What follows belongs to an exercise in optimizing a design on an open flow for small area and a short achievable clock period; a production flow would make more cautious choices.
Function was not checked in any run shown here: the RTL went through the layout flow alone.
Power and IR drop assume default switching activity.

--- design.v ---
package y86Pkg;
    localparam int WORD_W = 64;                              
    localparam logic [3:0] REG_NONE = 4'hF;                  
    localparam logic [WORD_W-1:0] STACK_STEP = 64'd8;        
    localparam int ZF_BIT = 2;
    localparam int SF_BIT = 1;
    localparam int OF_BIT = 0;
    localparam logic [2:0] CC_RESET = 3'b100;                
    typedef enum logic [3:0] {
        HALT   = 4'h0,
        NOP    = 4'h1,
        CMOVXX = 4'h2,                                       
        IRMOVQ = 4'h3,
        RMMOVQ = 4'h4,
        MRMOVQ = 4'h5,
        OPQ    = 4'h6,
        JXX    = 4'h7,
        CALL   = 4'h8,
        RET    = 4'h9,
        PUSHQ  = 4'hA,
        POPQ   = 4'hB
    } icodeE;
    typedef enum logic [3:0] {
        ADD = 4'h0,
        SUB = 4'h1,
        AND = 4'h2,
        XOR = 4'h3
    } aluFunE;
    typedef enum logic [3:0] {
        YES = 4'h0,
        LE  = 4'h1,
        L   = 4'h2,
        E   = 4'h3,
        NE  = 4'h4,
        GE  = 4'h5,
        G   = 4'h6
    } condE;
    typedef enum logic [2:0] {
        BUBBLE = 3'd0,
        OK     = 3'd1,
        STALL  = 3'd4
    } statE;
endpackage
`timescale 1ns/1ps
module executeRegister (
    input  logic                         clk_i,
    input  logic                         rst_n_i,
    input  logic                         stall_i,
    input  logic                         bubble_i,
    input  logic [3:0]                   icode_i,
    input  logic [3:0]                   ifun_i,
    input  logic [2:0]                   stat_i,
    input  logic [y86Pkg::WORD_W-1:0]    valA_i,
    input  logic [y86Pkg::WORD_W-1:0]    valB_i,
    input  logic [y86Pkg::WORD_W-1:0]    valC_i,
    input  logic [3:0]                   dstE_i,
    input  logic [3:0]                   dstM_i,
    output logic                         bubble_o,
    output logic [3:0]                   icode_o,
    output logic [2:0]                   cfun_o,      
    output logic [2:0]                   stat_o,
    output logic [y86Pkg::WORD_W-1:0]    valA_o,
    output logic [y86Pkg::WORD_W-1:1]    opX_o,
    output logic [y86Pkg::WORD_W-1:1]    opY_o,
    output logic                         sum0_o,      
    output logic                         carry1_o,    
    output logic                         noCarry_o,
    output logic                         zeroE_o,     
    output logic [3:0]                   dstE_o,
    output logic [3:0]                   dstM_o
);
    localparam int W = y86Pkg::WORD_W;
    logic kill;
    logic load;
    assign kill = !rst_n_i || bubble_i;
    assign load = !rst_n_i || !stall_i;
    logic isOpq, isCmov, isJxx;
    assign isOpq   = (icode_i == y86Pkg::OPQ);
    assign isCmov  = (icode_i == y86Pkg::CMOVXX);
    assign isJxx   = (icode_i == y86Pkg::JXX);
    logic opNone;
    assign opNone = isOpq && (ifun_i[3:2] != 2'b00);
    logic zeroE;
    assign zeroE = (icode_i == y86Pkg::HALT) || (icode_i == y86Pkg::NOP) || isJxx ||
                   (icode_i[3:2] == 2'b11) || opNone;
    logic i3, i2, i1, i0, f1, f0;
    assign {i3, i2, i1, i0} = icode_i;
    assign {f1, f0}         = ifun_i[1:0];
    logic opqC, cmovC, irmovC, memC;
    assign opqC   = !i3 && i2 && i1;               
    assign cmovC  = !i3 && !i2 && i1 && !i0;       
    assign irmovC = !i3 && !i2 && i1 && i0;        
    assign memC   = !i3 && i2 && !i1;              
    logic xB;
    assign xB = i3 || i2;                          
    logic yA, yNA, yNAB, yC, yM8, yP8;
    assign yA   = cmovC || (opqC && (f1 == f0));  
    assign yNA  = opqC && !f1 && f0;               
    assign yNAB = opqC && f1 && !f0;               
    assign yC   = irmovC || memC;
    assign yM8  = i3 && !i0;                       
    assign yP8  = i3 && i0;                        
    logic [W-1:0] xNext, yNext;
    assign xNext = {W{xB}} & valB_i;
    assign yNext = ({W{yA}}   & valA_i)
                 | ({W{yNA}}  & ~valA_i)
                 | ({W{yNAB}} & (~valA_i & valB_i))
                 | ({W{yC}}   & valC_i)
                 | ({W{yM8}}  & (-y86Pkg::STACK_STEP))
                 | ({W{yP8}}  & y86Pkg::STACK_STEP);
    logic sum0Next, carry1Next;
    assign sum0Next   = (opqC && (yNAB ? (valA_i[0] & valB_i[0]) : (valA_i[0] ^ valB_i[0])))
                      | (cmovC && valA_i[0])
                      | (irmovC && valC_i[0])
                      | (memC && (valB_i[0] ^ valC_i[0]))
                      | (i3 && valB_i[0]);
    assign carry1Next = (opqC && !f1 && (f0 ? (valB_i[0] | ~valA_i[0]) : (valA_i[0] & valB_i[0])))
                      | (memC && valB_i[0] && valC_i[0]);
    logic [2:0] cfunNext;
    assign cfunNext = ((isJxx || isCmov) && (ifun_i < 4'd7)) ? ifun_i[2:0] : 3'd7;
    always_ff @(posedge clk_i) begin
        if (load) begin
            bubble_o <= kill;
            icode_o  <= icode_i;
            stat_o   <= stat_i;
            dstE_o   <= dstE_i;
            dstM_o   <= dstM_i;
            valA_o   <= valA_i;
            cfun_o   <= cfunNext;
            opX_o    <= xNext[W-1:1];
            opY_o    <= yNext[W-1:1];
            sum0_o   <= sum0Next;
            carry1_o <= carry1Next;
            noCarry_o <= isOpq && (ifun_i[3:1] != 3'b000);    
            zeroE_o   <= zeroE;
        end
    end
endmodule
`timescale 1ns/1ps
module aluUnit (
    input  logic [y86Pkg::WORD_W-1:1]    opX_i,
    input  logic [y86Pkg::WORD_W-1:1]    opY_i,
    input  logic                         sum0_i,
    input  logic                         carry1_i,
    input  logic                         noCarry_i,
    output logic [y86Pkg::WORD_W-1:0]    valE_o
);
    logic [63:1] gen;
    logic [63:1] prop;
    logic [63:1] carry;
    assign gen  = opX_i & opY_i;
    assign prop = opX_i ^ opY_i;
    logic gn1, pn1;
    logic gn2, pn2;
    logic gn3, pn3;
    logic gn4, pn4;
    logic gn5, pn5;
    logic gn6, pn6;
    logic gn7, pn7;
    logic gn8, pn8;
    logic gn9, pn9;
    logic gn10, pn10;
    logic gn11, pn11;
    logic gn12, pn12;
    logic gn13, pn13;
    logic gn14, pn14;
    logic gn15, pn15;
    logic gn16, pn16;
    logic gn17, pn17;
    logic gn18, pn18;
    logic gn19, pn19;
    logic gn20, pn20;
    logic gn21, pn21;
    logic gn22, pn22;
    logic gn23, pn23;
    logic gn24, pn24;
    logic gn25, pn25;
    logic gn26, pn26;
    logic gn27, pn27;
    logic gn28, pn28;
    logic gn29, pn29;
    logic gn30, pn30;
    logic gn31, pn31;
    logic gn32, pn32;
    logic gn33, pn33;
    logic gn34, pn34;
    logic gn35, pn35;
    logic gn36, pn36;
    logic gn37, pn37;
    logic gn38, pn38;
    logic gn39, pn39;
    logic gn40, pn40;
    logic gn41, pn41;
    logic gn42, pn42;
    logic gn43, pn43;
    logic gn44, pn44;
    logic gn45, pn45;
    logic gn46, pn46;
    logic gn47, pn47;
    logic gn48, pn48;
    logic gn49, pn49;
    logic gn50, pn50;
    logic gn51, pn51;
    logic gn52, pn52;
    logic gn53, pn53;
    logic gn54, pn54;
    logic gn55, pn55;
    logic gn56, pn56;
    logic gn57, pn57;
    logic gn58, pn58;
    logic gn59, pn59;
    logic gn60, pn60;
    logic gn61, pn61;
    logic gn62, pn62;
    logic gn63, pn63;
    logic gn64, pn64;
    logic gn65, pn65;
    logic gn66, pn66;
    logic gn67, pn67;
    logic gn68, pn68;
    logic gn69, pn69;
    logic gn70, pn70;
    logic gn71, pn71;
    logic gn72, pn72;
    logic gn73, pn73;
    logic gn74, pn74;
    logic gn75, pn75;
    logic gn76, pn76;
    logic gn77, pn77;
    logic gn78, pn78;
    logic gn79, pn79;
    logic gn80, pn80;
    logic gn81, pn81;
    logic gn82, pn82;
    logic gn83, pn83;
    logic gn84, pn84;
    logic gn85, pn85;
    logic gn86, pn86;
    logic gn87, pn87;
    logic gn88, pn88;
    logic gn89, pn89;
    logic gn90, pn90;
    logic gn91, pn91;
    logic gn92, pn92;
    logic gn93, pn93;
    logic gn94, pn94;
    logic gn95, pn95;
    logic gn96, pn96;
    logic gn97, pn97;
    logic gn98, pn98;
    logic gn99, pn99;
    logic gn100, pn100;
    logic gn101, pn101;
    logic gn102, pn102;
    logic gn103, pn103;
    logic gn104, pn104;
    logic gn105, pn105;
    logic gn106, pn106;
    logic gn107, pn107;
    logic gn108, pn108;
    logic gn109, pn109;
    logic gn110, pn110;
    logic gn111, pn111;
    logic gn112, pn112;
    logic gn113, pn113;
    logic gn114, pn114;
    logic gn115, pn115;
    logic gn116, pn116;
    logic gn117, pn117;
    logic gn118, pn118;
    logic gn119, pn119;
    logic gn120, pn120;
    assign gn1 = gen[1] | (prop[1] & carry1_i);
    assign gn2 = gen[3] | (prop[3] & gen[2]);
    assign pn2 = prop[3] & prop[2];
    assign gn3 = gen[5] | (prop[5] & gen[4]);
    assign pn3 = prop[5] & prop[4];
    assign gn4 = gen[7] | (prop[7] & gen[6]);
    assign pn4 = prop[7] & prop[6];
    assign gn5 = gen[9] | (prop[9] & gen[8]);
    assign pn5 = prop[9] & prop[8];
    assign gn6 = gen[11] | (prop[11] & gen[10]);
    assign pn6 = prop[11] & prop[10];
    assign gn7 = gen[13] | (prop[13] & gen[12]);
    assign pn7 = prop[13] & prop[12];
    assign gn8 = gen[15] | (prop[15] & gen[14]);
    assign pn8 = prop[15] & prop[14];
    assign gn9 = gen[17] | (prop[17] & gen[16]);
    assign pn9 = prop[17] & prop[16];
    assign gn10 = gen[19] | (prop[19] & gen[18]);
    assign pn10 = prop[19] & prop[18];
    assign gn11 = gen[21] | (prop[21] & gen[20]);
    assign pn11 = prop[21] & prop[20];
    assign gn12 = gen[23] | (prop[23] & gen[22]);
    assign pn12 = prop[23] & prop[22];
    assign gn13 = gen[25] | (prop[25] & gen[24]);
    assign pn13 = prop[25] & prop[24];
    assign gn14 = gen[27] | (prop[27] & gen[26]);
    assign pn14 = prop[27] & prop[26];
    assign gn15 = gen[29] | (prop[29] & gen[28]);
    assign pn15 = prop[29] & prop[28];
    assign gn16 = gen[31] | (prop[31] & gen[30]);
    assign pn16 = prop[31] & prop[30];
    assign gn17 = gen[33] | (prop[33] & gen[32]);
    assign pn17 = prop[33] & prop[32];
    assign gn18 = gen[35] | (prop[35] & gen[34]);
    assign pn18 = prop[35] & prop[34];
    assign gn19 = gen[37] | (prop[37] & gen[36]);
    assign pn19 = prop[37] & prop[36];
    assign gn20 = gen[39] | (prop[39] & gen[38]);
    assign pn20 = prop[39] & prop[38];
    assign gn21 = gen[41] | (prop[41] & gen[40]);
    assign pn21 = prop[41] & prop[40];
    assign gn22 = gen[43] | (prop[43] & gen[42]);
    assign pn22 = prop[43] & prop[42];
    assign gn23 = gen[45] | (prop[45] & gen[44]);
    assign pn23 = prop[45] & prop[44];
    assign gn24 = gen[47] | (prop[47] & gen[46]);
    assign pn24 = prop[47] & prop[46];
    assign gn25 = gen[49] | (prop[49] & gen[48]);
    assign pn25 = prop[49] & prop[48];
    assign gn26 = gen[51] | (prop[51] & gen[50]);
    assign pn26 = prop[51] & prop[50];
    assign gn27 = gen[53] | (prop[53] & gen[52]);
    assign pn27 = prop[53] & prop[52];
    assign gn28 = gen[55] | (prop[55] & gen[54]);
    assign pn28 = prop[55] & prop[54];
    assign gn29 = gen[57] | (prop[57] & gen[56]);
    assign pn29 = prop[57] & prop[56];
    assign gn30 = gen[59] | (prop[59] & gen[58]);
    assign pn30 = prop[59] & prop[58];
    assign gn31 = gen[61] | (prop[61] & gen[60]);
    assign pn31 = prop[61] & prop[60];
    assign gn32 = gen[63] | (prop[63] & gen[62]);
    assign pn32 = prop[63] & prop[62];
    assign gn33 = gn2 | (pn2 & gn1);
    assign gn34 = gn4 | (pn4 & gn3);
    assign pn34 = pn4 & pn3;
    assign gn35 = gn6 | (pn6 & gn5);
    assign pn35 = pn6 & pn5;
    assign gn36 = gn8 | (pn8 & gn7);
    assign pn36 = pn8 & pn7;
    assign gn37 = gn10 | (pn10 & gn9);
    assign pn37 = pn10 & pn9;
    assign gn38 = gn12 | (pn12 & gn11);
    assign pn38 = pn12 & pn11;
    assign gn39 = gn14 | (pn14 & gn13);
    assign pn39 = pn14 & pn13;
    assign gn40 = gn16 | (pn16 & gn15);
    assign pn40 = pn16 & pn15;
    assign gn41 = gn18 | (pn18 & gn17);
    assign pn41 = pn18 & pn17;
    assign gn42 = gn20 | (pn20 & gn19);
    assign pn42 = pn20 & pn19;
    assign gn43 = gn22 | (pn22 & gn21);
    assign pn43 = pn22 & pn21;
    assign gn44 = gn24 | (pn24 & gn23);
    assign pn44 = pn24 & pn23;
    assign gn45 = gn26 | (pn26 & gn25);
    assign pn45 = pn26 & pn25;
    assign gn46 = gn28 | (pn28 & gn27);
    assign pn46 = pn28 & pn27;
    assign gn47 = gn30 | (pn30 & gn29);
    assign pn47 = pn30 & pn29;
    assign gn48 = gn32 | (pn32 & gn31);
    assign pn48 = pn32 & pn31;
    assign gn49 = gn34 | (pn34 & gn33);
    assign gn50 = gn36 | (pn36 & gn35);
    assign pn50 = pn36 & pn35;
    assign gn51 = gn38 | (pn38 & gn37);
    assign pn51 = pn38 & pn37;
    assign gn52 = gn40 | (pn40 & gn39);
    assign pn52 = pn40 & pn39;
    assign gn53 = gn42 | (pn42 & gn41);
    assign pn53 = pn42 & pn41;
    assign gn54 = gn44 | (pn44 & gn43);
    assign pn54 = pn44 & pn43;
    assign gn55 = gn46 | (pn46 & gn45);
    assign pn55 = pn46 & pn45;
    assign gn56 = gn48 | (pn48 & gn47);
    assign pn56 = pn48 & pn47;
    assign gn57 = gn50 | (pn50 & gn49);
    assign gn58 = gn52 | (pn52 & gn51);
    assign pn58 = pn52 & pn51;
    assign gn59 = gn54 | (pn54 & gn53);
    assign pn59 = pn54 & pn53;
    assign gn60 = gn56 | (pn56 & gn55);
    assign pn60 = pn56 & pn55;
    assign gn61 = gn58 | (pn58 & gn57);
    assign gn62 = gn60 | (pn60 & gn59);
    assign pn62 = pn60 & pn59;
    assign gn63 = gn62 | (pn62 & gn61);
    assign gn64 = gn59 | (pn59 & gn61);
    assign gn65 = gn51 | (pn51 & gn57);
    assign gn66 = gn53 | (pn53 & gn61);
    assign gn67 = gn55 | (pn55 & gn64);
    assign gn68 = gn35 | (pn35 & gn49);
    assign gn69 = gn37 | (pn37 & gn57);
    assign gn70 = gn39 | (pn39 & gn65);
    assign gn71 = gn41 | (pn41 & gn61);
    assign gn72 = gn43 | (pn43 & gn66);
    assign gn73 = gn45 | (pn45 & gn64);
    assign gn74 = gn47 | (pn47 & gn67);
    assign gn75 = gn3 | (pn3 & gn33);
    assign gn76 = gn5 | (pn5 & gn49);
    assign gn77 = gn7 | (pn7 & gn68);
    assign gn78 = gn9 | (pn9 & gn57);
    assign gn79 = gn11 | (pn11 & gn69);
    assign gn80 = gn13 | (pn13 & gn65);
    assign gn81 = gn15 | (pn15 & gn70);
    assign gn82 = gn17 | (pn17 & gn61);
    assign gn83 = gn19 | (pn19 & gn71);
    assign gn84 = gn21 | (pn21 & gn66);
    assign gn85 = gn23 | (pn23 & gn72);
    assign gn86 = gn25 | (pn25 & gn64);
    assign gn87 = gn27 | (pn27 & gn73);
    assign gn88 = gn29 | (pn29 & gn67);
    assign gn89 = gn31 | (pn31 & gn74);
    assign gn90 = gen[2] | (prop[2] & gn1);
    assign gn91 = gen[4] | (prop[4] & gn33);
    assign gn92 = gen[6] | (prop[6] & gn75);
    assign gn93 = gen[8] | (prop[8] & gn49);
    assign gn94 = gen[10] | (prop[10] & gn76);
    assign gn95 = gen[12] | (prop[12] & gn68);
    assign gn96 = gen[14] | (prop[14] & gn77);
    assign gn97 = gen[16] | (prop[16] & gn57);
    assign gn98 = gen[18] | (prop[18] & gn78);
    assign gn99 = gen[20] | (prop[20] & gn69);
    assign gn100 = gen[22] | (prop[22] & gn79);
    assign gn101 = gen[24] | (prop[24] & gn65);
    assign gn102 = gen[26] | (prop[26] & gn80);
    assign gn103 = gen[28] | (prop[28] & gn70);
    assign gn104 = gen[30] | (prop[30] & gn81);
    assign gn105 = gen[32] | (prop[32] & gn61);
    assign gn106 = gen[34] | (prop[34] & gn82);
    assign gn107 = gen[36] | (prop[36] & gn71);
    assign gn108 = gen[38] | (prop[38] & gn83);
    assign gn109 = gen[40] | (prop[40] & gn66);
    assign gn110 = gen[42] | (prop[42] & gn84);
    assign gn111 = gen[44] | (prop[44] & gn72);
    assign gn112 = gen[46] | (prop[46] & gn85);
    assign gn113 = gen[48] | (prop[48] & gn64);
    assign gn114 = gen[50] | (prop[50] & gn86);
    assign gn115 = gen[52] | (prop[52] & gn73);
    assign gn116 = gen[54] | (prop[54] & gn87);
    assign gn117 = gen[56] | (prop[56] & gn67);
    assign gn118 = gen[58] | (prop[58] & gn88);
    assign gn119 = gen[60] | (prop[60] & gn74);
    assign gn120 = gen[62] | (prop[62] & gn89);
    assign carry = {gn120, gn89, gn119, gn74, gn118, gn88, gn117, gn67, gn116, gn87, gn115, gn73, gn114, gn86, gn113, gn64, gn112, gn85, gn111, gn72, gn110, gn84, gn109, gn66, gn108, gn83, gn107, gn71, gn106, gn82, gn105, gn61, gn104, gn81, gn103, gn70, gn102, gn80, gn101, gn65, gn100, gn79, gn99, gn69, gn98, gn78, gn97, gn57, gn96, gn77, gn95, gn68, gn94, gn76, gn93, gn49, gn92, gn75, gn91, gn33, gn90, gn1, carry1_i};
    assign valE_o = {prop ^ (carry & {63{!noCarry_i}}), sum0_i};
endmodule
`timescale 1ns/1ps
module condUnit (
    input  logic                         clk_i,
    input  logic                         rst_n_i,
    input  logic                         stall_i,
    input  logic                         setCc_i,      
    input  logic                         xSign_i,      
    input  logic                         ySign_i,      
    input  logic                         noCarry_i,    
    input  logic [y86Pkg::WORD_W-1:0]    mValE_i,      
    input  logic [2:0]                   cfun_i,
    output logic                         cnd_o
);
    localparam int MSB = y86Pkg::WORD_W - 1;
    logic [2:0] ccSaved;
    logic       fromM;         
    logic       mSignSame;     
    logic       mXSign;        
    logic [2:0] cc;
    logic       zf;
    logic       sf;
    logic       of;
    assign zf = fromM ? (mValE_i == '0) : ccSaved[y86Pkg::ZF_BIT];
    assign sf = fromM ? mValE_i[MSB]    : ccSaved[y86Pkg::SF_BIT];
    assign of = fromM ? (mSignSame && (mValE_i[MSB] != mXSign)) : ccSaved[y86Pkg::OF_BIT];
    always_comb begin
        cc = '0;
        cc[y86Pkg::ZF_BIT] = zf;
        cc[y86Pkg::SF_BIT] = sf;
        cc[y86Pkg::OF_BIT] = of;
    end
    always_ff @(posedge clk_i) begin
        if (!rst_n_i) begin
            ccSaved <= y86Pkg::CC_RESET;
            fromM   <= 1'b0;
        end else begin
            ccSaved <= cc;
            fromM   <= setCc_i && !stall_i;
        end
    end
    always_ff @(posedge clk_i) begin
        mSignSame <= (xSign_i == ySign_i) && !noCarry_i;
        mXSign    <= xSign_i;
    end
    always_comb begin
        case (cfun_i)
            3'd0:    cnd_o = 1'b1;
            3'd1:    cnd_o = (sf ^ of) | zf;
            3'd2:    cnd_o = sf ^ of;
            3'd3:    cnd_o = zf;
            3'd4:    cnd_o = !zf;
            3'd5:    cnd_o = !(sf ^ of);
            3'd6:    cnd_o = !(sf ^ of) && !zf;
            default: cnd_o = 1'b0;
        endcase
    end
endmodule
`timescale 1ns/1ps
module memoryRegister (
    input  logic                         clk_i,
    input  logic                         rst_n_i,
    input  logic                         stall_i,
    input  logic                         bubble_i,    
    input  logic                         zeroE_i,     
    input  logic [3:0]                   icode_i,
    input  logic [2:0]                   stat_i,
    input  logic [y86Pkg::WORD_W-1:0]    valE_i,
    input  logic [y86Pkg::WORD_W-1:0]    valA_i,
    input  logic [3:0]                   dstE_i,
    input  logic [3:0]                   dstM_i,
    input  logic                         cnd_i,
    output logic [3:0]                   icode_o,
    output logic [2:0]                   stat_o,
    output logic [y86Pkg::WORD_W-1:0]    valE_o,
    output logic [y86Pkg::WORD_W-1:0]    valA_o,
    output logic [3:0]                   dstE_o,
    output logic [3:0]                   dstM_o,
    output logic                         cnd_o
);
    logic [3:0] dstESel;
    assign dstESel = (icode_i == y86Pkg::CMOVXX && !cnd_i) ? y86Pkg::REG_NONE : dstE_i;
    always_ff @(posedge clk_i) begin
        if (!rst_n_i || stall_i || bubble_i) begin       
            icode_o <= y86Pkg::NOP;
            stat_o  <= y86Pkg::BUBBLE;
            valE_o  <= '0;
            valA_o  <= '0;
            dstE_o  <= y86Pkg::REG_NONE;
            dstM_o  <= y86Pkg::REG_NONE;
            cnd_o   <= 1'b0;
        end else begin
            icode_o <= icode_i;
            stat_o  <= stat_i;
            valE_o  <= zeroE_i ? '0 : valE_i;
            valA_o  <= valA_i;
            dstE_o  <= dstESel;
            dstM_o  <= dstM_i;
            cnd_o   <= cnd_i;
        end
    end
endmodule
`timescale 1ns/1ps
module executeStage (
    input  logic                         clk_i,
    input  logic                         rst_n_i,
    input  logic                         stall_i,
    input  logic                         bubble_i,
    input  logic [3:0]                   icode_i,
    input  logic [3:0]                   ifun_i,
    input  logic [2:0]                   stat_i,
    input  logic [y86Pkg::WORD_W-1:0]    valA_i,
    input  logic [y86Pkg::WORD_W-1:0]    valB_i,
    input  logic [y86Pkg::WORD_W-1:0]    valC_i,
    input  logic [3:0]                   dstE_i,
    input  logic [3:0]                   dstM_i,
    input  logic [3:0]                   srcA_i,      
    input  logic [3:0]                   srcB_i,
    output logic [3:0]                   icode_o,
    output logic [2:0]                   stat_o,
    output logic [y86Pkg::WORD_W-1:0]    valE_o,
    output logic [y86Pkg::WORD_W-1:0]    valA_o,
    output logic [3:0]                   dstE_o,
    output logic [3:0]                   dstM_o,
    output logic                         cnd_o
);
    logic                      eBubble;
    logic [3:0]                eIcode;
    logic [2:0]                eCfun;
    logic                      eSetCc;
    logic [2:0]                eStat;
    logic [y86Pkg::WORD_W-1:0] eValA;
    logic [y86Pkg::WORD_W-1:1] eOpX;
    logic [y86Pkg::WORD_W-1:1] eOpY;
    logic                      eSum0;
    logic                      eCarry1;
    logic                      eNoCarry;
    assign eSetCc = (eIcode == y86Pkg::OPQ) && !eBubble;
    logic                      eZeroE;
    logic [3:0]                eDstE;
    logic [3:0]                eDstM;
    logic [y86Pkg::WORD_W-1:0] aluValE;
    logic                      eCnd;
    executeRegister u_executeRegister (
        .clk_i   (clk_i),   .rst_n_i (rst_n_i), .stall_i (stall_i), .bubble_i (bubble_i),
        .icode_i (icode_i), .ifun_i  (ifun_i),  .stat_i  (stat_i),
        .valA_i  (valA_i),  .valB_i  (valB_i),  .valC_i  (valC_i),
        .dstE_i  (dstE_i),  .dstM_i  (dstM_i),
        .bubble_o (eBubble),
        .icode_o (eIcode),  .cfun_o  (eCfun),   .stat_o (eStat),
        .valA_o  (eValA),   .opX_o   (eOpX),    .opY_o   (eOpY),   .sum0_o (eSum0), .carry1_o (eCarry1),
        .noCarry_o (eNoCarry), .zeroE_o (eZeroE),
        .dstE_o  (eDstE),   .dstM_o  (eDstM)
    );
    aluUnit u_aluUnit (
        .opX_i  (eOpX),    .opY_i   (eOpY),    .sum0_i (eSum0), .carry1_i (eCarry1), .noCarry_i (eNoCarry),
        .valE_o (aluValE)
    );
    condUnit u_condUnit (
        .clk_i   (clk_i),  .rst_n_i (rst_n_i), .stall_i (stall_i),
        .setCc_i (eSetCc), .xSign_i (eOpX[y86Pkg::WORD_W-1]), .ySign_i (eOpY[y86Pkg::WORD_W-1]),
        .noCarry_i (eNoCarry),
        .mValE_i (valE_o), .cfun_i (eCfun), .cnd_o (eCnd)
    );
    memoryRegister u_memoryRegister (
        .clk_i   (clk_i),   .rst_n_i (rst_n_i), .stall_i (stall_i), .bubble_i (eBubble),
        .zeroE_i (eZeroE),
        .icode_i (eIcode),  .stat_i  (eStat),   .valE_i  (aluValE), .valA_i (eValA),
        .dstE_i  (eDstE),   .dstM_i  (eDstM),   .cnd_i   (eCnd),
        .icode_o (icode_o), .stat_o  (stat_o),  .valE_o  (valE_o),  .valA_o (valA_o),
        .dstE_o  (dstE_o),  .dstM_o  (dstM_o),  .cnd_o   (cnd_o)
    );
endmodule
--- flow/run.sh ---
#!/bin/bash
set -euo pipefail
export BUFFER_PORTS_ARGS="-buffer_cell sky130_fd_sc_hd__buf_1"
export CTS_BUF_LIST="sky130_fd_sc_hd__clkbuf_8 sky130_fd_sc_hd__clkbuf_16"
export CTS_CLUSTER_SIZE=24
export CTS_CLUSTER_DIAMETER=100
export SETUP_SLACK_MARGIN=4.6
bash standard.sh finish > make_finish.log 2>&1
--- standard.sh ---
#!/bin/bash
# synth_recipe.tcl (not shown) runs the flow's synth.tcl, then flattens the netlist and writes it again
# the make line also repeats each setting of config.mk as NAME=value (left out here)
make -C /OpenROAD-flow-scripts/flow DESIGN_CONFIG=/design/flow/config.mk WORK_HOME=/design/flow/orfs CLKGATE_MAP_FILE= SYNTH_SCRIPT=/design/flow/synth_recipe.tcl "${@:-finish}"
--- config.mk ---
export PLATFORM = sky130hd
export DESIGN_NAME = executeStage
export DESIGN_NICKNAME = executeStage
export VERILOG_FILES = /design/flow/design.v
export SDC_FILE = /design/flow/constraint.sdc
export NUM_CORES = 4
export LEC_CHECK = 0
export ABC_AREA = 1
export CAP_MARGIN = 20
export CORE_MARGIN = 2
export CORE_UTILIZATION = 40
export SLEW_MARGIN = 20
--- constraint.sdc ---
create_clock -name core_clock -period 7.2 [get_ports {clk_i}]
set_input_delay 1.4400 -clock core_clock [delete_from_list [all_inputs] [get_ports {clk_i}]]
set_output_delay 1.4400 -clock core_clock [all_outputs]
set_load 0.01 [all_outputs]
==> metrics.cfg, run 1 <==
[timing]
timing.hold.ws_ns=0.4022
hold_violations=0
rsz0062_at_grt=true
setup_violations=0
worstMarginPinSlew_ns=1.086
fmax_ghz=0.3867
fin_worst_skew_ns=0.02229
maxSlewViolCount=0
tns_ns=0
finalCritPeriodShare_pct=35.91
max-slew-margin-rel_pct=27.51
fin_crit_ns=2.586

[layout]
multiInputGateArea_um2=5742
layout-drive-gt1-share_pct=10.02
num-fill-cells=3725
area_growth_pct=22.94
layout.nets=2340
fin_util_pct=50.16
ff_latch_area_um2=9399

[setup_path]
cp-end-kind=register
arrival_ns=2.76
critPathKind=in -> reg
cp_num_cells=3
crit_chain=buf_1 -> nand2_8 -> buf_8
crit_buf_inv=2
cp_max_fo=63
cp_top_family=buffers and inverters
cp_data_required_time_ns=7.38
rr_worst_depth=20
crit_path_start_kind=primary input
r2r-end=u_memoryRegister.valE_o[63]$_SDFF_PP0_
critical_path.startpoint=stall_i
slowest_delay_ns=0.45
reg2reg_slack_ns=4.66
cp-endpoint=u_executeRegister.opY_o[11]$_DFFE_PP_
slowest_stage=buf_8
reg2reg_from=u_executeRegister.opX_o[13]$_DFFE_PP_

[power_and_ir_drop]
powerDensity_nw_per_um2=230.4
vdd_drop_max_mv=0.1396
swShare_pct=28.51
internal-power_mw=3.215
p_sw_mw=1.282
seqPwrFrac_pct=54.1
p_clk_share_pct=26.5
p_leak_nw=8.492
p_comb_share_pct=19.4

[grt]
grt_max_degree=77
grt_remaining_overflow=0
grt_usage_pct=22.11
grt_antenna_before_repair=1
grt_pass1_wl_um=69680
grt_pass1_vias=12270

[floorplan]
dieArea_um2=41310
rows=72
start_util_pct=40.80
fp.dieH_um=203.2
die_w_um=203.2
core-area_um2=38920
io_pins=367

[yosys]
synth_top_family_by_area=simple AND/OR/NAND/NOR gates
synth_seq_area_share_pct=59.19
synthXorXnorAreaFrac_pct=0.4964
yosys_register_bits=363
synth-simple-area-share_pct=16.30
synth_compound_area_share_pct=10.75
syn_area_per_cell_um2=9.537
synth_area_um2=15880
syn_nets=1952
ys_warn_count=3
synth_commonest_cells=inv_1 (280), nand2_1 (249), edfxtp_1 (213), nor2_1 (186), dfxtp_1 (150)
yosys-top-cells-area=edfxtp_1 (40%), dfxtp_1 (19%), inv_1 (6.6%)
synth_top_area_cell=edfxtp_1
synth-async-reset-ratio_pct=0
synth_top_flop_cell=edfxtp_1
yosys.area_share.adder_pct=5.043
ys_types=46
synth_edf_count=213
synthCells=1665
synth.area.mux_share_pct=0.1261
yosysTopAreaCellShare_pct=40.28
yosysMostFrequentCell=inv_1

[clock_tree]
clk_pin_slew_ns=0.10
numCtsBuffers=19
hold_buffers=0
cts_tree=done
clk_latency_ns=0.55
clockBufferDepth=3
clock_tree.root_cell=clkbuf_16
htreeDepth=1
clock-sinks=363

[hold_path]
worstHoldPathType=reg -> reg

[routing]
avgViaCountPerCell=4.987
dr.pass1.iters=6
ant_nets=0
routedWlPerCell_um=18.38
drc_errors=0
dr.first_iter.drc_count=860
num_vias=12900
drt_wl_total_um=47530

[run]
cap_violations=0

[outcome]
outcome=timing/DRC/antenna clean

[placed_design]
hpwl_um=28940
buffer_ports.inserted=358
gp_congestion=0.8593

[timing repair]
action | CTS | global route
buffers inserted | 28 | 18
cloned | 10 | 0
resized for setup | 37 | 66
pin swaps | 14 | 26
setup endpoints to repair | 333 | 127
[placed cells by master (no fill, tap or decap), types with 18 or more instances in the layout]
cell type    n
nor2_1     182
edfxtp_1   213
dfxtp_1    150
buf_1      343
inv_1      287
nand3_1     81
nand2_1    234
buf_12      18
ha_1        51
or2_2       20
clkbuf_16   20
o211ai_1    65
o21ai_0    102
nand2_2     18
a21oi_1     72
buf_4       33
[state kept, by name, indices dropped and copies added (netlist names), 3 cells and up]
name	flops
u_executeRegister.icode_o	4
u_executeRegister.cfun_o	3
u_memoryRegister.valE_o	64
u_executeRegister.dstM_o	4
u_executeRegister.dstE_o	4
u_executeRegister.valA_o	64
u_memoryRegister.dstE_o	4
u_memoryRegister.dstM_o	4
u_condUnit.ccSaved	3
u_executeRegister.opY_o	63
u_memoryRegister.valA_o	64
u_memoryRegister.stat_o	3
u_memoryRegister.icode_o	4
u_executeRegister.opX_o	63
u_executeRegister.stat_o	3
[stage by stage]
stage               instance area, um^2  instances  setup slack [ns]  power, mW
floorplan                         15910       1665             4.539      2.997
global placement                  17810       2494             3.024      3.220
detailed placement                17810       2494             3.028      3.244
CTS                               19030       2565             4.601      4.463
global route                      19520       2584             4.467      4.712
finish                            19520       2586             4.614      4.497
[kinds of logic (layout without fill, tap and decap cells)]
| kind of cell | count (synthesis) | after routing |
|---|---|---|
| compound gates | 287 | 288 |
| xor+xnor | 9 | 9 |
| fa+ha+maj | 64 | 64 |
| buf+inv | 342 | 733 |
| flops | 363 | 363 |
| mux | 2 | 2 |
| other cells | 0 | 3 |
| simple gates | 598 | 606 |
[power by group through the flow]
stage / clock [mW] / combinational (mW) / sequential, mW
2_1_floorplan: 0 / 0.527 / 2.47
3_3_place_gp: 0 / 0.751 / 2.47
3_5_place_dp: 0 / 0.770 / 2.47
4_1_cts: 1.22 / 0.817 / 2.43
5_1_grt: 1.28 / 0.984 / 2.45
6_report: 1.19 / 0.874 / 2.43
[layout make-up]
type / count / share of cell area [%]
Antenna cell: 3 / 0.03846
Multi-Input combinational cell: 969 / 29.41
Tap cell: 518 / 3.320
Timing Repair Buffer: 415 / 10.63
Sequential cell: 363 / 48.15
Inverter: 285 / 5.589
Clock inverter: 13 / 0.3012
Clock buffer: 20 / 2.564
[worst reg2reg max path, delay by kind of cell, from the launching register on]
family	cells	cell delay, ns
DFF	1	0.43
AOI/OAI and AO/OA	1	0.10
and+or+nand+nor	18	1.63
adders and majority gates	1	0.31
[routing by layer]
layer	global-route usage, %	wire length, um	share of wire [%]
met1	29.66	20950	44
met2	36.49	21990	46
met3	4.187	3237	6.8
met4	6.387	1351	2.8
met5	0	0	0
[how the worst min path moves through the flow]
stage	start	endpoint	cells past startpoint
2_1_floorplan	u_executeRegister.opX_o[63]$_DFFE_PP_	u_condUnit.mXSign$_DFF_P_	0
3_3_place_gp	u_executeRegister.opX_o[63]$_DFFE_PP_	u_condUnit.mXSign$_DFF_P_	0
3_5_place_dp	u_executeRegister.opX_o[63]$_DFFE_PP_	u_condUnit.mXSign$_DFF_P_	0
4_1_cts	u_executeRegister.opX_o[63]$_DFFE_PP_	u_condUnit.mXSign$_DFF_P_	0
5_1_grt	u_executeRegister.opX_o[63]$_DFFE_PP_	u_condUnit.mXSign$_DFF_P_	0
6_report	u_executeRegister.opX_o[63]$_DFFE_PP_	u_condUnit.mXSign$_DFF_P_	0
==> run 2, diff against run 1 <==
--- a/flow/run.sh
+++ b/flow/run.sh
@@ -6,3 +6,3 @@
 export CTS_CLUSTER_DIAMETER=100
-export SETUP_SLACK_MARGIN=4.6
+export SETUP_SLACK_MARGIN=4.65
 bash standard.sh finish > make_finish.log 2>&1
==> metrics.cfg, run 2 <==
[outcome]
outcome=timing/DRC/antenna clean

[setup_path]
cp-end-kind=register
cp_data_required_time_ns=7.55  ; +0.17 ns
critical_path.most_common_cell=buf_4
crit_path_start_kind=primary input
critPathKind=in -> reg
cp_top_family=simple AND/OR/NAND/NOR gates
crit_buf_inv=3  ; +1
crit_chain=buf_4 -> nor2_4 -> buf_4 -> nand3_2 -> nand2_8 -> buf_8 -> nand2_1 -> o211ai_1
cp_max_fo=35  ; -44%
slowest_delay_ns=0.25  ; -0.20 ns
slowest_stage=nand3_2
arrival_ns=2.88  ; +0.12 ns

[timing]
fin_crit_ns=2.536  ; -0.04974 ns
maxSlewViolCount=0  ; unchanged
timing.hold.ws_ns=0.4019  ; -0.0002650 ns
worstMarginPinSlew_ns=0.9064  ; -0.1798 ns
fmax_ghz=0.3943  ; +2.0%
hold_violations=0  ; unchanged
tns_ns=0  ; unchanged
max-slew-margin-rel_pct=39.51  ; +12 points
setup_violations=0  ; unchanged
fin_worst_skew_ns=0.02719  ; +0.004899 ns
finalCritPeriodShare_pct=35.22  ; -0.69 points
timing.final.ws_setup_ns=4.664  ; +0.04974 ns
rsz0062_at_grt=true

[power_and_ir_drop]
power_mw=4.567  ; +1.6%
p_leak_nw=8.796  ; +3.6%
powerDensity_nw_per_um2=228.1  ; -1.0%
vdd_drop_max_mv=0.1867  ; +34%

[clock_tree]
clock-sinks=363  ; unchanged
hold_buffers=0  ; unchanged
cts_tree=done
clk_latency_ns=0.55  ; about the same
clk_pin_slew_ns=0.10  ; about the same
numCtsBuffers=19  ; unchanged
clock_tree.root_cell=clkbuf_16
clockBufferDepth=3  ; unchanged
htreeDepth=1  ; unchanged

[yosys]
yosys-top-cells-area=edfxtp_1 (40%), dfxtp_1 (19%), inv_1 (6.6%)
ys_types=46  ; unchanged
syn_area_per_cell_um2=9.537  ; unchanged
synth_edf_count=213  ; unchanged
ys_warn_count=3  ; unchanged
yosys_register_bits=363  ; unchanged
synth_area_um2=15880  ; unchanged
syn_nets=1952  ; unchanged
synth_seq_area_share_pct=59.19  ; unchanged
synth_top_area_cell=edfxtp_1
synth_commonest_cells=inv_1 (280), nand2_1 (249), edfxtp_1 (213), nor2_1 (186), dfxtp_1 (150)
yosysTopAreaCellShare_pct=40.28  ; unchanged
synth_top_flop_cell=edfxtp_1
synth-async-reset-ratio_pct=0  ; unchanged
yosysMostFrequentCell=inv_1
synthCells=1665  ; unchanged

[placed_design]
gp_congestion=0.8281  ; -3.6%
placedCellCount=2494  ; unchanged
dpl_cell_area_um2=17810  ; about the same
buffer_ports.inserted=358  ; unchanged
place_ws_ns=2.807  ; -0.2212 ns
hpwl_um=29280  ; +1.2%

[floorplan]
fp.dieH_um=203.2  ; unchanged
core-area_um2=38920  ; unchanged
start_util_pct=40.80  ; unchanged
io_pins=367  ; unchanged
dieArea_um2=41310  ; unchanged
rows=72  ; unchanged
die_w_um=203.2  ; unchanged

[routing]
drc_errors=0  ; unchanged
dr.first_iter.drc_count=895  ; +4.1%
dr.pass1.iters=5  ; -1
ant_nets=0  ; unchanged
routedWlPerCell_um=19.64  ; +6.9%
num_vias=13050  ; +1.1%
avgViaCountPerCell=5.017  ; +0.60%
drt_wl_total_um=51060  ; +7.4%

[layout]
area_growth_pct=26.11
fin_util_pct=51.46  ; +1.3 points
reg_top3=u_executeRegister.valA_o: 64 flops, u_memoryRegister.valA_o: 64 flops, u_memoryRegister.valE_o: 64 flops
final_cell_mix=buf_1 (300), inv_1 (285), nand2_1 (233)
layout-drive-gt1-share_pct=14.70  ; +4.7 points
finalInstanceArea_um2=20030  ; +2.6%
final_common_cell=buf_1
layout.nets=2356  ; +0.68%
stdcell_count=2600  ; +0.54%

[run]
cap_violations=0  ; unchanged

[grt]
grt_pass1_wl_um=71660  ; +2.8%
grt_usage_pct=22.80  ; +0.69 points
grt_remaining_overflow=0  ; unchanged
grt_max_degree=83  ; +7.8%
grt_antenna_before_repair=0  ; -1
grt_pass1_vias=12150  ; -0.97%

[hold_path]
worstHoldPathType=reg -> reg

## run 2: cell counts after synthesis
Identical to the previous run, type by type.
## run 2: power breakdown
group | internal (mW) | total, mW | switching, mW
Clock | 0.517 | 1.20 | 0.679
Combinational | 0.364 | 0.931 | 0.567
Sequential | 2.37 | 2.44 | 0.0680
## run 2: worst paths after layout
check,from,end,slack [ns],depth (start not counted)
hold reg to reg,u_executeRegister.opX_o[63]$_DFFE_PP_,u_condUnit.mXSign$_DFF_P_,0.40,0
hold / removal,u_executeRegister.opX_o[63]$_DFFE_PP_,u_condUnit.mXSign$_DFF_P_,0.40,0
setup reg to reg,u_executeRegister.opX_o[25]$_DFFE_PP_,u_memoryRegister.valE_o[53]$_SDFF_PP0_,4.71,15
setup / recovery,icode_i[3],u_executeRegister.opY_o[2]$_DFFE_PP_,4.66,8
## run 2: repair_timing
action	in CTS	in global routing
gates cloned	9	6
setup endpoints to repair	347	245
buffers inserted	37	20
pin swaps	17	32
gates resized for setup	100	107
## run 2: logic make-up after synthesis
group	count (synthesis)	share of synthesized area, %
and+or+nand+nor	598	16.30
AOI/OAI and AO/OA	287	10.75
muxes	2	0.1261
DFF	363	59.19
adders and majority gates	64	5.043
xor gates and xnor gates	9	0.4964
buffers and inverters	342	8.100
## run 2: cell type report
cell class | instances | area (um^2)
clock buffer | 20 | 500.5
sequential | 363 | 9427
fill | 3641 | 18890
tap | 518 | 648.1
antenna | 1 | 2.502
clock inverter | 13 | 70.07
timing repair buffer | 429 | 2401
multi-input combinational | 971 | 5883
inverter | 285 | 1094
## run 2: routing by layer
metal,GRT usage (%),share of wire [%]
met1,31.35,43
met2,37.68,47
met3,3.963,7.6
met4,5.136,2.5
met5,0,0
==> run 3, diff against run 2 <==
--- a/design.v
+++ b/design.v
@@ -76,28 +76,26 @@
     assign load = !rst_n_i || !stall_i;
-    logic isOpq, isCmov, isJxx;
+    logic isOpq, isCmov, isIrmov, isMem, isPush, isPop, isJxx;
     assign isOpq   = (icode_i == y86Pkg::OPQ);
     assign isCmov  = (icode_i == y86Pkg::CMOVXX);
+    assign isIrmov = (icode_i == y86Pkg::IRMOVQ);
+    assign isMem   = (icode_i == y86Pkg::RMMOVQ) || (icode_i == y86Pkg::MRMOVQ);
+    assign isPush  = (icode_i == y86Pkg::CALL)   || (icode_i == y86Pkg::PUSHQ);
+    assign isPop   = (icode_i == y86Pkg::RET)    || (icode_i == y86Pkg::POPQ);
     assign isJxx   = (icode_i == y86Pkg::JXX);
+    logic opAdd, opSub, opAnd, opXor;
+    assign opAdd = isOpq && (ifun_i == 4'h0);
+    assign opSub = isOpq && (ifun_i == 4'h1);
+    assign opAnd = isOpq && (ifun_i == 4'h2);
+    assign opXor = isOpq && (ifun_i == 4'h3);
+    logic xB;
+    assign xB = isOpq || isMem || isPush || isPop;
     logic opNone;
     assign opNone = isOpq && (ifun_i[3:2] != 2'b00);
-    logic zeroE;
-    assign zeroE = (icode_i == y86Pkg::HALT) || (icode_i == y86Pkg::NOP) || isJxx ||
-                   (icode_i[3:2] == 2'b11) || opNone;
-    logic i3, i2, i1, i0, f1, f0;
-    assign {i3, i2, i1, i0} = icode_i;
-    assign {f1, f0}         = ifun_i[1:0];
-    logic opqC, cmovC, irmovC, memC;
-    assign opqC   = !i3 && i2 && i1;               
-    assign cmovC  = !i3 && !i2 && i1 && !i0;       
-    assign irmovC = !i3 && !i2 && i1 && i0;        
-    assign memC   = !i3 && i2 && !i1;              
-    logic xB;
-    assign xB = i3 || i2;                          
     logic yA, yNA, yNAB, yC, yM8, yP8;
-    assign yA   = cmovC || (opqC && (f1 == f0));  
-    assign yNA  = opqC && !f1 && f0;               
-    assign yNAB = opqC && f1 && !f0;               
-    assign yC   = irmovC || memC;
-    assign yM8  = i3 && !i0;                       
-    assign yP8  = i3 && i0;                        
+    assign yA   = opAdd || opXor || isCmov;
+    assign yNA  = opSub;
+    assign yNAB = opAnd;
+    assign yC   = isIrmov || isMem;
+    assign yM8  = isPush;
+    assign yP8  = isPop;
     logic [W-1:0] xNext, yNext;
@@ -111,9 +109,11 @@
     logic sum0Next, carry1Next;
-    assign sum0Next   = (opqC && (yNAB ? (valA_i[0] & valB_i[0]) : (valA_i[0] ^ valB_i[0])))
-                      | (cmovC && valA_i[0])
-                      | (irmovC && valC_i[0])
-                      | (memC && (valB_i[0] ^ valC_i[0]))
-                      | (i3 && valB_i[0]);
-    assign carry1Next = (opqC && !f1 && (f0 ? (valB_i[0] | ~valA_i[0]) : (valA_i[0] & valB_i[0])))
-                      | (memC && valB_i[0] && valC_i[0]);
+    assign sum0Next   = ((opAdd || opSub || opXor) && (valA_i[0] ^ valB_i[0]))
+                      | (opAnd && (valA_i[0] & valB_i[0]))
+                      | (isCmov && valA_i[0])
+                      | (isIrmov && valC_i[0])
+                      | (isMem && (valB_i[0] ^ valC_i[0]))
+                      | ((isPush || isPop) && valB_i[0]);
+    assign carry1Next = (opAdd && (valA_i[0] & valB_i[0]))
+                      | (opSub && (valB_i[0] | ~valA_i[0]))
+                      | (isMem && (valB_i[0] & valC_i[0]));
     logic [2:0] cfunNext;
@@ -133,4 +133,4 @@
             carry1_o <= carry1Next;
-            noCarry_o <= isOpq && (ifun_i[3:1] != 3'b000);    
-            zeroE_o   <= zeroE;
+            noCarry_o <= opAnd || opXor || opNone;
+            zeroE_o   <= opNone;
         end
@@ -272,2 +272,25 @@
     logic gn120, pn120;
+    logic gn121, pn121;
+    logic gn122, pn122;
+    logic gn123, pn123;
+    logic gn124, pn124;
+    logic gn125, pn125;
+    logic gn126, pn126;
+    logic gn127, pn127;
+    logic gn128, pn128;
+    logic gn129, pn129;
+    logic gn130, pn130;
+    logic gn131, pn131;
+    logic gn132, pn132;
+    logic gn133, pn133;
+    logic gn134, pn134;
+    logic gn135, pn135;
+    logic gn136, pn136;
+    logic gn137, pn137;
+    logic gn138, pn138;
+    logic gn139, pn139;
+    logic gn140, pn140;
+    logic gn141, pn141;
+    logic gn142, pn142;
+    logic gn143, pn143;
     assign gn1 = gen[1] | (prop[1] & carry1_i);
@@ -366,86 +389,132 @@
     assign pn48 = pn32 & pn31;
-    assign gn49 = gn34 | (pn34 & gn33);
-    assign gn50 = gn36 | (pn36 & gn35);
-    assign pn50 = pn36 & pn35;
-    assign gn51 = gn38 | (pn38 & gn37);
-    assign pn51 = pn38 & pn37;
-    assign gn52 = gn40 | (pn40 & gn39);
-    assign pn52 = pn40 & pn39;
-    assign gn53 = gn42 | (pn42 & gn41);
-    assign pn53 = pn42 & pn41;
-    assign gn54 = gn44 | (pn44 & gn43);
-    assign pn54 = pn44 & pn43;
-    assign gn55 = gn46 | (pn46 & gn45);
-    assign pn55 = pn46 & pn45;
-    assign gn56 = gn48 | (pn48 & gn47);
-    assign pn56 = pn48 & pn47;
-    assign gn57 = gn50 | (pn50 & gn49);
-    assign gn58 = gn52 | (pn52 & gn51);
-    assign pn58 = pn52 & pn51;
-    assign gn59 = gn54 | (pn54 & gn53);
-    assign pn59 = pn54 & pn53;
-    assign gn60 = gn56 | (pn56 & gn55);
-    assign pn60 = pn56 & pn55;
-    assign gn61 = gn58 | (pn58 & gn57);
-    assign gn62 = gn60 | (pn60 & gn59);
-    assign pn62 = pn60 & pn59;
-    assign gn63 = gn62 | (pn62 & gn61);
-    assign gn64 = gn59 | (pn59 & gn61);
-    assign gn65 = gn51 | (pn51 & gn57);
-    assign gn66 = gn53 | (pn53 & gn61);
-    assign gn67 = gn55 | (pn55 & gn64);
-    assign gn68 = gn35 | (pn35 & gn49);
-    assign gn69 = gn37 | (pn37 & gn57);
-    assign gn70 = gn39 | (pn39 & gn65);
-    assign gn71 = gn41 | (pn41 & gn61);
-    assign gn72 = gn43 | (pn43 & gn66);
-    assign gn73 = gn45 | (pn45 & gn64);
-    assign gn74 = gn47 | (pn47 & gn67);
-    assign gn75 = gn3 | (pn3 & gn33);
-    assign gn76 = gn5 | (pn5 & gn49);
-    assign gn77 = gn7 | (pn7 & gn68);
-    assign gn78 = gn9 | (pn9 & gn57);
-    assign gn79 = gn11 | (pn11 & gn69);
-    assign gn80 = gn13 | (pn13 & gn65);
-    assign gn81 = gn15 | (pn15 & gn70);
-    assign gn82 = gn17 | (pn17 & gn61);
-    assign gn83 = gn19 | (pn19 & gn71);
-    assign gn84 = gn21 | (pn21 & gn66);
-    assign gn85 = gn23 | (pn23 & gn72);
-    assign gn86 = gn25 | (pn25 & gn64);
-    assign gn87 = gn27 | (pn27 & gn73);
-    assign gn88 = gn29 | (pn29 & gn67);
-    assign gn89 = gn31 | (pn31 & gn74);
-    assign gn90 = gen[2] | (prop[2] & gn1);
-    assign gn91 = gen[4] | (prop[4] & gn33);
-    assign gn92 = gen[6] | (prop[6] & gn75);
-    assign gn93 = gen[8] | (prop[8] & gn49);
-    assign gn94 = gen[10] | (prop[10] & gn76);
-    assign gn95 = gen[12] | (prop[12] & gn68);
-    assign gn96 = gen[14] | (prop[14] & gn77);
-    assign gn97 = gen[16] | (prop[16] & gn57);
-    assign gn98 = gen[18] | (prop[18] & gn78);
-    assign gn99 = gen[20] | (prop[20] & gn69);
-    assign gn100 = gen[22] | (prop[22] & gn79);
-    assign gn101 = gen[24] | (prop[24] & gn65);
-    assign gn102 = gen[26] | (prop[26] & gn80);
-    assign gn103 = gen[28] | (prop[28] & gn70);
-    assign gn104 = gen[30] | (prop[30] & gn81);
-    assign gn105 = gen[32] | (prop[32] & gn61);
-    assign gn106 = gen[34] | (prop[34] & gn82);
-    assign gn107 = gen[36] | (prop[36] & gn71);
-    assign gn108 = gen[38] | (prop[38] & gn83);
-    assign gn109 = gen[40] | (prop[40] & gn66);
-    assign gn110 = gen[42] | (prop[42] & gn84);
-    assign gn111 = gen[44] | (prop[44] & gn72);
-    assign gn112 = gen[46] | (prop[46] & gn85);
-    assign gn113 = gen[48] | (prop[48] & gn64);
-    assign gn114 = gen[50] | (prop[50] & gn86);
-    assign gn115 = gen[52] | (prop[52] & gn73);
-    assign gn116 = gen[54] | (prop[54] & gn87);
-    assign gn117 = gen[56] | (prop[56] & gn67);
-    assign gn118 = gen[58] | (prop[58] & gn88);
-    assign gn119 = gen[60] | (prop[60] & gn74);
-    assign gn120 = gen[62] | (prop[62] & gn89);
-    assign carry = {gn120, gn89, gn119, gn74, gn118, gn88, gn117, gn67, gn116, gn87, gn115, gn73, gn114, gn86, gn113, gn64, gn112, gn85, gn111, gn72, gn110, gn84, gn109, gn66, gn108, gn83, gn107, gn71, gn106, gn82, gn105, gn61, gn104, gn81, gn103, gn70, gn102, gn80, gn101, gn65, gn100, gn79, gn99, gn69, gn98, gn78, gn97, gn57, gn96, gn77, gn95, gn68, gn94, gn76, gn93, gn49, gn92, gn75, gn91, gn33, gn90, gn1, carry1_i};
+    assign gn49 = gn3 | (pn3 & gn33);
+    assign gn50 = gn34 | (pn34 & gn33);
+    assign gn51 = gn7 | (pn7 & gn35);
+    assign pn51 = pn7 & pn35;
+    assign gn52 = gn36 | (pn36 & gn35);
+    assign pn52 = pn36 & pn35;
+    assign gn53 = gn11 | (pn11 & gn37);
+    assign pn53 = pn11 & pn37;
+    assign gn54 = gn38 | (pn38 & gn37);
+    assign pn54 = pn38 & pn37;
+    assign gn55 = gn15 | (pn15 & gn39);
+    assign pn55 = pn15 & pn39;
+    assign gn56 = gn40 | (pn40 & gn39);
+    assign pn56 = pn40 & pn39;
+    assign gn57 = gn19 | (pn19 & gn41);
+    assign pn57 = pn19 & pn41;
+    assign gn58 = gn42 | (pn42 & gn41);
+    assign pn58 = pn42 & pn41;
+    assign gn59 = gn23 | (pn23 & gn43);
+    assign pn59 = pn23 & pn43;
+    assign gn60 = gn44 | (pn44 & gn43);
+    assign pn60 = pn44 & pn43;
+    assign gn61 = gn27 | (pn27 & gn45);
+    assign pn61 = pn27 & pn45;
+    assign gn62 = gn46 | (pn46 & gn45);
+    assign pn62 = pn46 & pn45;
+    assign gn63 = gn31 | (pn31 & gn47);
+    assign pn63 = pn31 & pn47;
+    assign gn64 = gn48 | (pn48 & gn47);
+    assign pn64 = pn48 & pn47;
+    assign gn65 = gn5 | (pn5 & gn50);
+    assign gn66 = gn35 | (pn35 & gn50);
+    assign gn67 = gn51 | (pn51 & gn50);
+    assign gn68 = gn52 | (pn52 & gn50);
+    assign gn69 = gn13 | (pn13 & gn54);
+    assign pn69 = pn13 & pn54;
+    assign gn70 = gn39 | (pn39 & gn54);
+    assign pn70 = pn39 & pn54;
+    assign gn71 = gn55 | (pn55 & gn54);
+    assign pn71 = pn55 & pn54;
+    assign gn72 = gn56 | (pn56 & gn54);
+    assign pn72 = pn56 & pn54;
+    assign gn73 = gn21 | (pn21 & gn58);
+    assign pn73 = pn21 & pn58;
+    assign gn74 = gn43 | (pn43 & gn58);
+    assign pn74 = pn43 & pn58;
+    assign gn75 = gn59 | (pn59 & gn58);
+    assign pn75 = pn59 & pn58;
+    assign gn76 = gn60 | (pn60 & gn58);
+    assign pn76 = pn60 & pn58;
+    assign gn77 = gn29 | (pn29 & gn62);
+    assign pn77 = pn29 & pn62;
+    assign gn78 = gn47 | (pn47 & gn62);
+    assign pn78 = pn47 & pn62;
+    assign gn79 = gn63 | (pn63 & gn62);
+    assign pn79 = pn63 & pn62;
+    assign gn80 = gn64 | (pn64 & gn62);
+    assign pn80 = pn64 & pn62;
+    assign gn81 = gn9 | (pn9 & gn68);
+    assign gn82 = gn37 | (pn37 & gn68);
+    assign gn83 = gn53 | (pn53 & gn68);
+    assign gn84 = gn54 | (pn54 & gn68);
+    assign gn85 = gn69 | (pn69 & gn68);
+    assign gn86 = gn70 | (pn70 & gn68);
+    assign gn87 = gn71 | (pn71 & gn68);
+    assign gn88 = gn72 | (pn72 & gn68);
+    assign gn89 = gn25 | (pn25 & gn76);
+    assign pn89 = pn25 & pn76;
+    assign gn90 = gn45 | (pn45 & gn76);
+    assign pn90 = pn45 & pn76;
+    assign gn91 = gn61 | (pn61 & gn76);
+    assign pn91 = pn61 & pn76;
+    assign gn92 = gn62 | (pn62 & gn76);
+    assign pn92 = pn62 & pn76;
+    assign gn93 = gn77 | (pn77 & gn76);
+    assign pn93 = pn77 & pn76;
+    assign gn94 = gn78 | (pn78 & gn76);
+    assign pn94 = pn78 & pn76;
+    assign gn95 = gn79 | (pn79 & gn76);
+    assign pn95 = pn79 & pn76;
+    assign gn96 = gn80 | (pn80 & gn76);
+    assign pn96 = pn80 & pn76;
+    assign gn97 = gn17 | (pn17 & gn88);
+    assign gn98 = gn41 | (pn41 & gn88);
+    assign gn99 = gn57 | (pn57 & gn88);
+    assign gn100 = gn58 | (pn58 & gn88);
+    assign gn101 = gn73 | (pn73 & gn88);
+    assign gn102 = gn74 | (pn74 & gn88);
+    assign gn103 = gn75 | (pn75 & gn88);
+    assign gn104 = gn76 | (pn76 & gn88);
+    assign gn105 = gn89 | (pn89 & gn88);
+    assign gn106 = gn90 | (pn90 & gn88);
+    assign gn107 = gn91 | (pn91 & gn88);
+    assign gn108 = gn92 | (pn92 & gn88);
+    assign gn109 = gn93 | (pn93 & gn88);
+    assign gn110 = gn94 | (pn94 & gn88);
+    assign gn111 = gn95 | (pn95 & gn88);
+    assign gn112 = gn96 | (pn96 & gn88);
+    assign gn113 = gen[2] | (prop[2] & gn1);
+    assign gn114 = gen[4] | (prop[4] & gn33);
+    assign gn115 = gen[6] | (prop[6] & gn49);
+    assign gn116 = gen[8] | (prop[8] & gn50);
+    assign gn117 = gen[10] | (prop[10] & gn65);
+    assign gn118 = gen[12] | (prop[12] & gn66);
+    assign gn119 = gen[14] | (prop[14] & gn67);
+    assign gn120 = gen[16] | (prop[16] & gn68);
+    assign gn121 = gen[18] | (prop[18] & gn81);
+    assign gn122 = gen[20] | (prop[20] & gn82);
+    assign gn123 = gen[22] | (prop[22] & gn83);
+    assign gn124 = gen[24] | (prop[24] & gn84);
+    assign gn125 = gen[26] | (prop[26] & gn85);
+    assign gn126 = gen[28] | (prop[28] & gn86);
+    assign gn127 = gen[30] | (prop[30] & gn87);
+    assign gn128 = gen[32] | (prop[32] & gn88);
+    assign gn129 = gen[34] | (prop[34] & gn97);
+    assign gn130 = gen[36] | (prop[36] & gn98);
+    assign gn131 = gen[38] | (prop[38] & gn99);
+    assign gn132 = gen[40] | (prop[40] & gn100);
+    assign gn133 = gen[42] | (prop[42] & gn101);
+    assign gn134 = gen[44] | (prop[44] & gn102);
+    assign gn135 = gen[46] | (prop[46] & gn103);
+    assign gn136 = gen[48] | (prop[48] & gn104);
+    assign gn137 = gen[50] | (prop[50] & gn105);
+    assign gn138 = gen[52] | (prop[52] & gn106);
+    assign gn139 = gen[54] | (prop[54] & gn107);
+    assign gn140 = gen[56] | (prop[56] & gn108);
+    assign gn141 = gen[58] | (prop[58] & gn109);
+    assign gn142 = gen[60] | (prop[60] & gn110);
+    assign gn143 = gen[62] | (prop[62] & gn111);
+    assign carry = {gn143, gn111, gn142, gn110, gn141, gn109, gn140, gn108, gn139, gn107, gn138, gn106, gn137, gn105, gn136, gn104, gn135, gn103, gn134, gn102, gn133, gn101, gn132, gn100, gn131, gn99, gn130, gn98, gn129, gn97, gn128, gn88, gn127, gn87, gn126, gn86, gn125, gn85, gn124, gn84, gn123, gn83, gn122, gn82, gn121, gn81, gn120, gn68, gn119, gn67, gn118, gn66, gn117, gn65, gn116, gn50, gn115, gn49, gn114, gn33, gn113, gn1, carry1_i};
     assign valE_o = {prop ^ (carry & {63{!noCarry_i}}), sum0_i};
--- a/flow/run.sh
+++ b/flow/run.sh
@@ -6,3 +6,3 @@
 export CTS_CLUSTER_DIAMETER=100
-export SETUP_SLACK_MARGIN=4.65
+export SETUP_SLACK_MARGIN=4.6
 bash standard.sh finish > make_finish.log 2>&1
==> metrics.cfg, run 3 <==
[outcome]
outcome=timing/DRC/antenna clean

[placed_design]
buffer_ports.inserted=358  ; unchanged
hpwl_um=30310  ; +3.5%
dpl_cell_area_um2=18450  ; +3.6%
gp_congestion=0.8147  ; -1.6%

[routing]
drt_wl_total_um=49780  ; -2.5%
dr.pass1.iters=8  ; +3
routedWlPerCell_um=18.31  ; -6.8%
drc_errors=0  ; unchanged
dr.first_iter.drc_count=893  ; -0.22%
ant_nets=0  ; unchanged
num_vias=13400  ; +2.7%
avgViaCountPerCell=4.926  ; -1.8%

[yosys]
synth_compound_area_share_pct=12.03  ; +1.3 points
synth-async-reset-ratio_pct=0  ; unchanged
synth_seq_area_share_pct=56.87  ; -2.3 points
synth_commonest_cells=inv_1 (310), nand2_1 (304), edfxtp_1 (213), nor2_1 (204), dfxtp_1 (150)
synth_top_family_by_area=simple AND/OR/NAND/NOR gates
synthCells=1804  ; +8.3%
syn_area_per_cell_um2=9.162  ; -3.9%
synthXorXnorAreaFrac_pct=0.3179  ; -0.18 points
ys_types=42  ; -8.7%
synth_top_area_cell=edfxtp_1
yosys.area_share.adder_pct=4.921  ; -0.12 points
yosys_register_bits=363  ; unchanged
synth_area_um2=16530  ; +4.1%
synth_edf_count=213  ; unchanged
ys_warn_count=3  ; unchanged
yosysTopAreaCellShare_pct=38.70  ; -1.6 points
synth_top_flop_cell=edfxtp_1
yosysMostFrequentCell=inv_1
syn_nets=2092  ; +7.2%
synth.area.mux_share_pct=0  ; -0.13 points
synth-simple-area-share_pct=17.08  ; +0.78 points
yosys-top-cells-area=edfxtp_1 (39%), dfxtp_1 (18%), inv_1 (7.0%)

[setup_path]
reg2reg_from=u_executeRegister.opY_o[3]$_DFFE_PP_
cp_top_family=buffers and inverters
r2r-end=u_memoryRegister.valE_o[41]$_SDFF_PP0_
crit_buf_inv=5  ; +2
slowest_delay_ns=0.24  ; about the same
critPathKind=in -> reg
slowest_stage=buf_2
crit_chain=buf_2 -> clkinvlp_4 -> buf_4 -> nand3_4 -> o311ai_4 -> buf_8 -> buf_12 -> a22oi_1 -> o21ai_1
rr_worst_depth=17  ; +2
reg2reg_slack_ns=4.84  ; +0.13 ns
crit_path_start_kind=primary input
cp-end-kind=register
cp_max_fo=11  ; -69%
cp_data_required_time_ns=7.47  ; -0.08 ns
arrival_ns=2.86  ; -0.02 ns

[timing]
fmax_ghz=0.3870  ; -1.9%
hold_violations=0  ; unchanged
finalCritPeriodShare_pct=35.89  ; +0.67 points
maxSlewViolCount=0  ; unchanged
max-slew-margin-rel_pct=31.99  ; -7.5 points
worstMarginPinSlew_ns=1.020  ; +0.1137 ns
rsz0062_at_grt=true
setup_violations=0  ; unchanged
fin_worst_skew_ns=0.02373  ; -0.003465 ns
fin_crit_ns=2.584  ; +0.04802 ns
tns_ns=0  ; unchanged

[clock_tree]
cts_tree=done
clockBufferDepth=3  ; unchanged
clk_latency_ns=0.54  ; about the same
htreeDepth=1  ; unchanged
numCtsBuffers=19  ; unchanged
clock_tree.root_cell=clkbuf_16
clock-sinks=363  ; unchanged
clk_pin_slew_ns=0.10  ; about the same

[run]
cap_violations=0  ; unchanged

[layout]
final_common_cell=buf_1
antennaDiodeCount=0  ; -1
layout-drive-gt1-share_pct=9.556  ; -5.1 points
layout.nets=2463  ; +4.5%
final_cell_mix=buf_1 (338), inv_1 (316), nand2_1 (299)
area_growth_pct=20.04
finalInstanceArea_um2=19840  ; -0.92%
fin_util_pct=48.59  ; -2.9 points
reg_top3=u_executeRegister.valA_o: 64 flops, u_memoryRegister.valA_o: 64 flops, u_memoryRegister.valE_o: 64 flops

[grt]
grt_usage_pct=22.09  ; -0.71 points
grt_pass1_vias=12810  ; +5.5%
grt_pass1_wl_um=73750  ; +2.9%
grt_remaining_overflow=0  ; unchanged
grt_antenna_before_repair=1  ; +1
grt_max_degree=112  ; +35%

[power_and_ir_drop]
vdd_drop_max_mv=0.1841  ; -1.4%
powerDensity_nw_per_um2=220.2  ; -3.5%
p_leak_nw=8.541  ; -2.9%

[hold_path]
min_to=u_memoryRegister.dstM_o[2]$_SDFF_PP1_
hp-start=u_executeRegister.dstM_o[2]$_DFFE_PP_
holdPathStages=1  ; +1
worstHoldPathType=reg -> reg

[floorplan]
rows=74  ; +2.8%
io_pins=367  ; unchanged
start_util_pct=40.48  ; -0.32 points
dieArea_um2=42960  ; +4.0%
core-area_um2=40830  ; +4.9%
die_w_um=207.3  ; +2.0%
fp.dieH_um=207.3  ; +2.0%

-- run 3: cell count changes after synthesis, sizes merged, moves of 10 or more --
cell,change
nor2,+30
nand3,-29
buf,+11
a21oi,+76
inv,+32
nand2,+68
or2,-10
o21ai,-12
-- run 3: cells by family after synthesis --
kind of cell	after synthesis
DFF	363
buffers and inverters	378
AOI/OAI and AO/OA	347
adders and majority gates	65
and+or+nand+nor	645
xor gates and xnor gates	6
-- run 3: what timing repair did --
item / in CTS / in global routing
hold buffers: 0 / 0
resized for setup: 57 / 32
pin swaps: 11 / 5
endpoints found under the setup margin: 278 / 215
buffers inserted: 24 / 6
cloned: 9 / 4
hold endpoints to repair: 0 / 0
-- run 3: layer usage --
metal / track usage, % / share of wire (%) / wire, um / vias to the layer above
li1: - / - / - / 6658
met1: 28.62 / 42 / 21130 / 6207
met2: 38.32 / 49 / 24360 / 461
met3: 2.935 / 5.7 / 2857 / 69
met4: 7.020 / 2.9 / 1434 / 0
met5: 0 / 0 / 0 / -
-- run 3: worst max-delay path by stage --
stage               depth (start not counted)        from                                    end  slack (ns)
finish                                      9   ifun_i[0]   u_executeRegister.opY_o[1]$_DFFE_PP_        4.62
global route                               11  icode_i[2]   u_executeRegister.opY_o[1]$_DFFE_PP_        4.55
CTS                                         3     stall_i  u_executeRegister.opY_o[19]$_DFFE_PP_        4.51
detailed placement                          8  icode_i[2]  u_executeRegister.opY_o[63]$_DFFE_PP_        3.11
global placement                            8  icode_i[2]  u_executeRegister.opY_o[63]$_DFFE_PP_        3.19
floorplan                                   1     rst_n_i   u_executeRegister.bubble_o$_DFFE_PP_        4.54
-- run 3: layout make-up --
type / instances / area [um^2]
inverter: 317 / 1219
clock inverter: 14 / 91.34
fill: 3859 / 20990
clock buffer: 19 / 475.5
timing repair buffer: 403 / 2002
multi-input combinational: 1071 / 5981
sequential: 363 / 9407
tap: 532 / 665.6
-- run 3: stage by stage --
step	setup WS [ns]	hold slack, ns	instances	power, mW
CTS	4.513	0.4305	2709	4.399
global route	4.550	0.4564	2719	4.580
floorplan	4.539	0.3674	1804	2.941
detailed placement	3.113	0.3998	2643	3.169
finish	4.616	0.4337	2719	4.368
global placement	3.187	0.3835	2643	3.151
-- run 3: where the power goes --
| group | internal, mW | switching [mW] |
|---|---|---|
| Combinational | 0.255 | 0.497 |
| Clock | 0.527 | 0.674 |
| Sequential | 2.36 | 0.0536 |
| Total | 3.14 | 1.22 |

## afterwards: timing with drivers on the ports
The results above use ideal ports. As a check the final layouts listed here were re-extracted and re-timed, cells and wires unchanged. Step 1: set_driving_cell puts a clkbuf_16 on clk_i and a buf_2 on each other input, an assumption about the parent block. Step 2 times the ports against the registers' clock, not the clock port: input delays grow and output delays shrink by t, the midpoint of the rising clock arrivals with the driver on. a / b / c = ideal / step 1 / step 2; a / b = the first two.
run | shift t [ns] | slack for setup (ns) | worst register clock-pin slew, ns
run 1 | 0.587 | 4.614 / 4.584 / 4.056 | 0.10 / 0.10
run 2 | 0.582 | 4.664 / 4.639 / 4.089 | 0.10 / 0.10
run 3 | 0.579 | 4.616 / 4.585 / 4.038 | 0.10 / 0.10
After both steps every run listed still meets setup and hold. For run 3, which loses most, drivers alone change the setup slack by -0.031 ns; drivers and shift together by -0.578 ns.
